This design comes from an exercise in tuning for small area, a short achievable clock period and few clock cycles per item on the open sky130 flow, not from production work.
The RTL of this run was laid out without a check of its function.
No activity file was given, so power comes from the tool's default toggle rates.

$ cat flow/config.mk
export PLATFORM = sky130hd
export DESIGN_NAME = voltage_sag_load_limiter
export DESIGN_NICKNAME = voltage_sag_load_limiter
export VERILOG_FILES = /design/flow/design.v
export SDC_FILE = /design/flow/constraint.sdc
export NUM_CORES = 4
export LEC_CHECK = 0
export CAP_MARGIN = 20
export CORE_MARGIN = 2
export CORE_UTILIZATION = 40
export PLACE_DENSITY = 0.6
export SLEW_MARGIN = 20
$ cat flow/design.v
`default_nettype none
package vsll_pkg;
  localparam int ADC_W = 12;
  localparam int REQ_W = 7;
  localparam int MV_W = 16;
  localparam int CC_W = 8;
  localparam int CNT_W = 16;
  localparam int CFG_IDX_W = 3;
  localparam int CFG_DATA_W = 16;
  localparam int ADC_FULL_SCALE = 4095;
  localparam logic [1:0] CLASS_LOW = 2'd0;
  localparam logic [1:0] CLASS_HIGH = 2'd1;
  localparam logic [1:0] CLASS_BAND = 2'd2;
  localparam logic [CFG_IDX_W-1:0] REG_LOW_THRESHOLD = 3'd0;
  localparam logic [CFG_IDX_W-1:0] REG_HIGH_THRESHOLD = 3'd1;
  localparam logic [CFG_IDX_W-1:0] REG_LIMIT_CEILING = 3'd2;
  localparam logic [CFG_IDX_W-1:0] REG_CONFIRM_CYCLES = 3'd3;
  localparam logic [CFG_IDX_W-1:0] REG_PAUSE_DOWN_INIT = 3'd4;
  localparam logic [CFG_IDX_W-1:0] REG_PAUSE_UP_LOW = 3'd5;
  localparam logic [CFG_IDX_W-1:0] REG_PAUSE_UP_HIGH = 3'd6;
  localparam logic [CFG_IDX_W-1:0] REG_MAX_NO_NOMINAL = 3'd7;
  localparam logic [MV_W-1:0] RST_LOW_THRESHOLD = 16'd11000;
  localparam logic [MV_W-1:0] RST_HIGH_THRESHOLD = 16'd13000;
  localparam logic [REQ_W-1:0] RST_LIMIT_CEILING = 7'd10;
  localparam logic [CC_W-1:0] RST_CONFIRM_CYCLES = 8'd4;
  localparam logic [CNT_W-1:0] RST_PAUSE_DOWN_INIT = 16'd10;
  localparam logic [CNT_W-1:0] RST_PAUSE_UP_LOW = 16'd50;
  localparam logic [CNT_W-1:0] RST_PAUSE_UP_HIGH = 16'd20;
  localparam logic [CNT_W-1:0] RST_MAX_NO_NOMINAL = 16'd1000;
  typedef struct packed {
    logic [ADC_W-1:0] adc_sample;
    logic [REQ_W-1:0] required_step;
  } in_item_t;
  typedef struct packed {
    logic [MV_W-1:0]  filtered_mv;
    logic [1:0]       level_class;
    logic [REQ_W-1:0] curr_limit;
    logic             limit_moved;
    logic             no_nominal_error;
    logic [CNT_W-1:0] error_total;
  } out_item_t;
  typedef struct packed {
    logic [MV_W-1:0]  low_threshold_mv;
    logic [MV_W-1:0]  high_threshold_mv;
    logic [REQ_W-1:0] limit_ceiling;
    logic [CC_W-1:0]  confirm_cycles;
    logic [CNT_W-1:0] pause_down_init;
    logic [CNT_W-1:0] pause_up_after_low;
    logic [CNT_W-1:0] pause_up_after_high;
    logic [CNT_W-1:0] max_no_nominal;
  } cfg_t;
  typedef struct packed {
    logic [1:0]       level_class;
    logic [REQ_W-1:0] curr_limit;
    logic             limit_moved;
    logic             no_nominal_error;
    logic [CNT_W-1:0] error_total;
  } lvl_res_t;
endpackage
`default_nettype wire
`default_nettype none
import vsll_pkg::*;
module voltage_sag_load_limiter #(
  parameter int AVG_DEPTH = 16,
  parameter int VREF_MV = 3300,
  parameter int DIVIDER_RATIO = 11
) (
  input  wire logic                            clk,
  input  wire logic                            rst,
  input  wire logic                            in_valid,
  output logic                                 in_stall,
  input  wire logic [18:0]                     in_data,
  output logic                                 out_valid,
  input  wire logic                            out_stall,
  output logic [42:0]                          out_data,
  input  wire logic                            cfg_we,
  input  wire logic [vsll_pkg::CFG_IDX_W-1:0]  cfg_index,
  input  wire logic [vsll_pkg::CFG_DATA_W-1:0] cfg_data
);
  logic [15:0] cfg_low, cfg_high, cfg_pdi, cfg_pul, cfg_puh, cfg_maxnn;
  logic [6:0]  cfg_ceil;
  logic [7:0]  cfg_cc;
  always_ff @(posedge clk) begin
    if (rst) begin
      cfg_low <= RST_LOW_THRESHOLD;
      cfg_high <= RST_HIGH_THRESHOLD;
      cfg_ceil <= RST_LIMIT_CEILING;
      cfg_cc <= RST_CONFIRM_CYCLES;
      cfg_pdi <= RST_PAUSE_DOWN_INIT;
      cfg_pul <= RST_PAUSE_UP_LOW;
      cfg_puh <= RST_PAUSE_UP_HIGH;
      cfg_maxnn <= RST_MAX_NO_NOMINAL;
    end else if (cfg_we) begin
      case (cfg_index)
        3'd0: cfg_low <= cfg_data;
        3'd1: cfg_high <= cfg_data;
        3'd2: cfg_ceil <= cfg_data[6:0];
        3'd3: cfg_cc <= cfg_data[7:0];
        3'd4: cfg_pdi <= cfg_data;
        3'd5: cfg_pul <= cfg_data;
        3'd6: cfg_puh <= cfg_data;
        default: cfg_maxnn <= cfg_data;
      endcase
    end
  end
  logic        sk_v;
  logic [18:0] sk;
  logic        g;
  logic        x_v;
  logic [18:0] x;
  logic        v1, v2, v3, v4;
  assign in_stall = sk_v;
  assign g = !out_valid || !out_stall;
  assign x_v = sk_v || in_valid;
  assign x = sk_v ? sk : in_data;
  always_ff @(posedge clk) begin
    if (!sk_v) sk <= in_data;
  end
  always_ff @(posedge clk) begin
    if (rst) begin
      sk_v <= 1'b0;
      v1 <= 1'b0;
      v2 <= 1'b0;
      v3 <= 1'b0;
      v4 <= 1'b0;
      out_valid <= 1'b0;
    end else begin
      if (sk_v) begin
        if (g) sk_v <= 1'b0;
      end else if (in_valid && !g) begin
        sk_v <= 1'b1;
      end
      if (g) begin
        v1 <= x_v;
        v2 <= v1;
        v3 <= v2;
        v4 <= v3;
        out_valid <= v4;
      end
    end
  end
  logic [11:0] win [17];
  logic [4:0]  fill;
  logic [6:0]  req1, req2, req3, req4;
  always_ff @(posedge clk) begin
    if (x_v && g) begin
      win[0] <= x[18:7];
      for (int i = 1; i < 17; i++) win[i] <= win[i-1];
    end
    if (g) begin
      req1 <= x[6:0];
      req2 <= req1;
      req3 <= req2;
      req4 <= req3;
    end
  end
  logic [15:0] sum;
  always_ff @(posedge clk) begin
    if (rst) begin
      fill <= '0;
      sum <= '0;
    end else begin
      if (x_v && g && fill != 5'd17) fill <= fill + 5'd1;
      if (v1 && g) sum <= sum + 16'(win[0]) - 16'((fill == 5'd17) ? win[16] : 12'd0);
    end
  end
  logic [11:0] avg;
  logic [23:0] prod;
  assign avg = sum[15:4];
  always_ff @(posedge clk) begin
    if (g) prod <= (24'(avg) << 12) - (24'(avg) << 10) + (24'(avg) << 8)
                 - (24'(avg) << 5) + (24'(avg) << 2);
  end
  logic [11:0] ph, pl;
  logic        pc;
  logic [15:0] mv4;
  assign ph = prod[23:12];
  assign pl = prod[11:0];
  assign pc = (13'(ph) + 13'(pl)) >= 13'd4095;
  always_ff @(posedge clk) begin
    if (g) mv4 <= (16'(ph) << 3) + (16'(ph) << 1) + 16'(ph) + (pc ? 16'd11 : 16'd0);
  end
  logic [6:0]  limit, prev_req;
  logic [7:0]  low_cnt, high_cnt;
  logic [15:0] raise_pause, lower_pause, nn_count, err_total;
  logic [15:0] mv_o;
  logic [1:0]  cls_o;
  logic        moved_o, nne_o;
  logic [1:0]  cls;
  logic [15:0] rp, lp;
  logic [7:0]  lc_n, hc_n;
  logic [15:0] rp_n, lp_n, nn_n;
  logic        up, down, miss, err;
  logic [9:0]  lsum;
  logic [6:0]  lim_n;
  always_comb begin
    if (mv4 < cfg_low) cls = CLASS_LOW;
    else if (mv4 > cfg_high) cls = CLASS_HIGH;
    else cls = CLASS_BAND;
    rp = (raise_pause != 16'd0) ? raise_pause - 16'd1 : 16'd0;
    lp = (lower_pause != 16'd0) ? lower_pause - 16'd1 : 16'd0;
    lc_n = low_cnt;
    hc_n = high_cnt;
    rp_n = rp;
    lp_n = lp;
    up = 1'b0;
    down = 1'b0;
    miss = 1'b1;
    nn_n = nn_count;
    case (cls)
      CLASS_LOW: begin
        hc_n = cfg_cc;
        lc_n = (low_cnt != 8'd0) ? low_cnt - 8'd1 : 8'd0;
        if (lc_n == 8'd0 && rp == 16'd0 && limit < cfg_ceil) begin
          rp_n = cfg_pdi;
          lp_n = cfg_pul;
          up = 1'b1;
        end
      end
      CLASS_HIGH: begin
        lc_n = cfg_cc;
        hc_n = (high_cnt != 8'd0) ? high_cnt - 8'd1 : 8'd0;
        if (hc_n == 8'd0) begin
          miss = 1'b0;
          nn_n = 16'd0;
          if (lp == 16'd0 && limit != 7'd0) begin
            rp_n = cfg_pdi;
            lp_n = cfg_puh;
            down = 1'b1;
          end
        end
      end
      default: begin
        lc_n = cfg_cc;
        hc_n = cfg_cc;
      end
    endcase
    if (miss && nn_count < cfg_maxnn) nn_n = nn_count + 16'd1;
    lsum = 10'(limit) + 10'(req4) + 10'(up) - 10'(down) - 10'(prev_req);
    if (lsum[9]) lim_n = 7'd0;
    else if (lsum[8:0] > 9'(cfg_ceil)) lim_n = cfg_ceil;
    else lim_n = lsum[6:0];
    err = (nn_n >= cfg_maxnn);
  end
  always_ff @(posedge clk) begin
    if (rst) begin
      limit <= 7'd0;
      prev_req <= RST_LIMIT_CEILING;
      low_cnt <= RST_CONFIRM_CYCLES;
      high_cnt <= RST_CONFIRM_CYCLES;
      raise_pause <= '0;
      lower_pause <= '0;
      nn_count <= '0;
      err_total <= '0;
    end else if (v4 && g) begin
      limit <= lim_n;
      low_cnt <= lc_n;
      high_cnt <= hc_n;
      raise_pause <= rp_n;
      lower_pause <= lp_n;
      nn_count <= nn_n;
      if (err) err_total <= err_total + 16'd1;
      else prev_req <= req4;
    end
  end
  always_ff @(posedge clk) begin
    if (v4 && g) begin
      mv_o <= mv4;
      cls_o <= cls;
      moved_o <= (lim_n != limit);
      nne_o <= err;
    end
  end
  assign out_data = {mv_o, cls_o, limit, moved_o, nne_o, err_total};
endmodule
`default_nettype wire
$ cat flow/constraint.sdc
create_clock -name core_clock -period 11.0 [get_ports {clk}]
set_input_delay 2.2000 -clock core_clock [delete_from_list [all_inputs] [get_ports {clk}]]
set_output_delay 2.2000 -clock core_clock [all_outputs]
set_load 0.01 [all_outputs]
$ cat flow/run.sh
#!/bin/bash
# synth_recipe.tcl (not shown) runs the flow's synth.tcl, then flattens the netlist and writes it again
# the make line also repeats each setting of config.mk as NAME=value (left out here)
make -C /OpenROAD-flow-scripts/flow DESIGN_CONFIG=/design/flow/config.mk WORK_HOME=/design/flow/orfs CLKGATE_MAP_FILE= SYNTH_SCRIPT=/design/flow/synth_recipe.tcl finish
==> impl_metrics.env <==
export IMPL_hp_start="win[7][7]"
export IMPL_diodes=0
export IMPL_largest_register="win"
export IMPL_cts_tree="done"
export IMPL_slowest_stage="fa_1"
export IMPL_tightest_slew_ns=1.026
export IMPL_synth_seq_cells=541
export IMPL_num_io_pins=88
export IMPL_ff2ff_path_depth=29
export IMPL_dp_cells=3438
export IMPL_cp_arrival_ns=8.10
export IMPL_insertion_delay_ns=0.62
export IMPL_setup_ws_ns=3.258
export IMPL_grt_pass1_vias=18800
export IMPL_slew_headroom_pct=31.58
export IMPL_dp_hpwl_mm=42.55
export IMPL_status="timing/DRC/antenna clean"
export IMPL_postRouteAntennaNets=0
export IMPL_async_flop_share_pct=0
export IMPL_cellLeakagePower_nw=11.92
export IMPL_yosys_warnings=2
export IMPL_crit_fanout=32
export IMPL_finClkSkew_ns=0.02904
export IMPL_fin_crit_ns=7.742
export IMPL_report_final_hold_viol_count=0
export IMPL_fmax_ghz=0.1292
export IMPL_die_h_um=263.9
export IMPL_dp_slack_ns=3.297
export IMPL_cap_violations=0
export IMPL_io_buffers=87
export IMPL_viasPerCell=5.406
export IMPL_cp_start_kind="flop"
export IMPL_cpPeakStageDelay_ns=0.50
export IMPL_synth_cell_area_um2=27010
export IMPL_initial_core_util_pct=40.29
export IMPL_numCtsBuffers=59
export IMPL_yosys_top_cells_count="327 x nand2_1, 290 x edfxtp_1, 251 x dfxtp_1"
export IMPL_grt_first_pass_wirelength_mm=99.02
export IMPL_ys_types=79
export IMPL_drive_above_1_share_pct=6.425
export IMPL_ys_flop_type="edfxtp_1"
export IMPL_num_rows=95
export IMPL_rsz0062_at_grt="false"
export IMPL_area_delta_synth_final_pct=14.02
export IMPL_dr_pass1_iters=7
export IMPL_cpMostUsedCell="fa_1"
export IMPL_wl_mm=61.82
export IMPL_endpoint_kind="flop"
export IMPL_htree_num_levels=2
export IMPL_hold_depth=0
export IMPL_largest_reg_flops=204
export IMPL_grt_ovfl_total=0
export IMPL_drc=0
export IMPL_synth_edf_count=290
export IMPL_synth_seq_area_share_pct=50.85
export IMPL_gp_congestion=0.8544
export IMPL_core_um2=67040
export IMPL_power_total_w=0.007567
export IMPL_syn_avg_cell_area_um2=10.52
export IMPL_hold_end="win[8][7]"
export IMPL_dieArea_um2=69620
export IMPL_grt_use_total_pct=17.44
export IMPL_crit_required_ns=11.35
export IMPL_synth_area_leaders="edfxtp_1 32%, dfxtp_1 19%, ha_1 9.5%"
export IMPL_reg2reg_slack_ns=3.26
export IMPL_synth_top_area_share_pct=32.24
export IMPL_die_x_um=263.9
export IMPL_fin_tns_setup_ns=0
export IMPL_report_final_slew_viol_count=0
export IMPL_syn_num_nets=2871
export IMPL_powerDensity_nw_per_um2=245.7
export IMPL_holdCritPathClass="flop to flop"
export IMPL_critical_path_class="flop to flop"
export IMPL_r2r_start="mv4[14]"
export IMPL_postCtsSetupBuffers=0
export IMPL_grt_max_degree=125
export IMPL_antenna_found_initial=0
export IMPL_reg_top3="win: 204 flops, prod: 22 flops, sk: 19 flops"
export IMPL_cts_path_max_buffers=3
export IMPL_cts_hold_buf=0
export IMPL_vdd_drop_max_uv=198.5
export IMPL_setup_viol=0
export IMPL_final_nets=2931
export IMPL_post_cts_resized=0
export IMPL_finalCritPeriodShare_pct=70.38
export IMPL_instances_no_fill=3550
export IMPL_cts_sinks=541
export IMPL_yosysTopAreaCell="edfxtp_1"
export IMPL_cp_startpoint="mv4[14]"
export IMPL_vias=19190
export IMPL_synth_most_common_cell="nand2_1"
export IMPL_cts_root_buffer="clkbuf_16"
export IMPL_cts_clk_slew_worst_paths_ns=0.06
export IMPL_wire_per_inst_um=17.41
export IMPL_post_route_util_pct=45.94
export IMPL_fillers=6167
export IMPL_drt_iter0_markers=1300
export IMPL_r2r_end="moved_o"
export IMPL_synth_cells=2567
cell families after synthesis:
logic type	share of synthesized area [%]
adders and majority gates	13.62
muxes	1.394
and+or+nand+nor	13.99
DFF	50.85
xor gates and xnor gates	3.048
AOI/OAI and AO/OA	12.67
buffers and inverters	4.433
critical path: cells and delay by family (launching register included):
| kind | cells | cell delay [ns] |
|---|---|---|
| fa+ha+maj | 6 | 2.26 |
| buf+inv | 5 | 0.90 |
| compound gates | 7 | 1.34 |
| xor+xnor | 1 | 0.21 |
| mux | 1 | 0.33 |
| flops | 1 | 0.43 |
| simple gates | 9 | 2.00 |
power by group:
group | internal (W) | total (W) | switching, W
clock | 0.00124 | 0.00207 | 0.000822
sequential | 0.00248 | 0.00261 | 0.000136
combinational | 0.00125 | 0.00289 | 0.00163
cells in the final DEF (no fill, tap or decap), types with 16 or more instances in the layout:
| master | n |
|---|---|
| nand2_1 | 326 |
| edfxtp_1 | 290 |
| dfxtp_1 | 251 |
| ha_1 | 206 |
| a21oi_1 | 200 |
| inv_1 | 189 |
| nor2_1 | 143 |
| clkdlybuf4s50_1 | 86 |
| o21ai_0 | 82 |
| clkbuf_16 | 64 |
| nand3_1 | 63 |
| nor3_1 | 63 |
| xnor2_1 | 55 |
| fa_1 | 55 |
| a21o_1 | 40 |
| xor2_1 | 39 |
| nand4_1 | 34 |
| a211oi_1 | 34 |
| o211ai_1 | 32 |
| or3_1 | 30 |
| buf_4 | 22 |
| mux2_2 | 21 |
| nand2b_1 | 20 |
| and3_1 | 17 |
| and2_1 | 16 |
| or4_1 | 16 |
| a311oi_1 | 16 |
layout make-up:
cell class	count	area (µm²)	share of cell area, %
Sequential cell	541	13730	44.59
Inverter	192	720.7	2.340
Clock inverter	27	296.5	0.9629
Tap cell	873	1092	3.547
Clock buffer	84	1777	5.769
Timing Repair Buffer	110	1065	3.458
Multi-Input combinational cell	1723	12110	39.33
layer usage:
| layer | routed length, µm | up-vias | GRT usage [%] |
|---|---|---|---|
| met1 | 27480 | 9337 | 22.78 |
| met5 | 0 | - | 0 |
| met4 | 2002 | 0 | 6.158 |
| li1 | - | 9312 | - |
| met2 | 29670 | 418 | 29.74 |
| met3 | 2662 | 123 | 2.312 |
per-stage QoR:
step | hold WS (ns) | area, µm²
after floorplan | 0.4003 | 27010
after global placement | 0.4026 | 28680
after detailed placement | 0.4045 | 28690
after CTS | 0.4157 | 30770
after global routing | 0.4181 | 30800
final | 0.4110 | 30800
worst max-delay path by stage:
| stage | to | slack (ns) | cells past startpoint |
|---|---|---|---|
| after global placement | moved_o | 3.45 | 29 |
| after global routing | moved_o | 2.77 | 28 |
| after floorplan | fill[3] | 2.35 | 6 |
| after CTS | moved_o | 3.29 | 29 |
| final | moved_o | 3.26 | 29 |
| after detailed placement | moved_o | 3.30 | 29 |

## what the ideal ports hide
The results above use ideal ports. As a check the final layout listed here was re-extracted and re-timed, cells and wires unchanged.
Step 1 sets driving cells, clkbuf_16 on the clock port and buf_2 on the other inputs (assumed; they add their load-dependent delay and slew).
Step 2 adds t to the input delays and takes it off the output delays; t is the mean of the earliest and latest rising clock arrival at the registers after step 1. Input paths then give back, and output paths get back, about the clock's delay inside the block.
Slacks: no drivers / after step 1 / after step 2; pairs: no drivers / after step 1.
t, ns: 0.665
setup WS [ns]: 3.258 / 3.258 / 3.258
latest minus earliest clock arrival (ns): 0.031 / 0.031
worst register clock-pin slew, ns: 0.06 / 0.06
After both steps this run still meets setup and hold. The setup slack of this run moves by 0.000 ns with the drivers and by 0.000 ns with both steps.
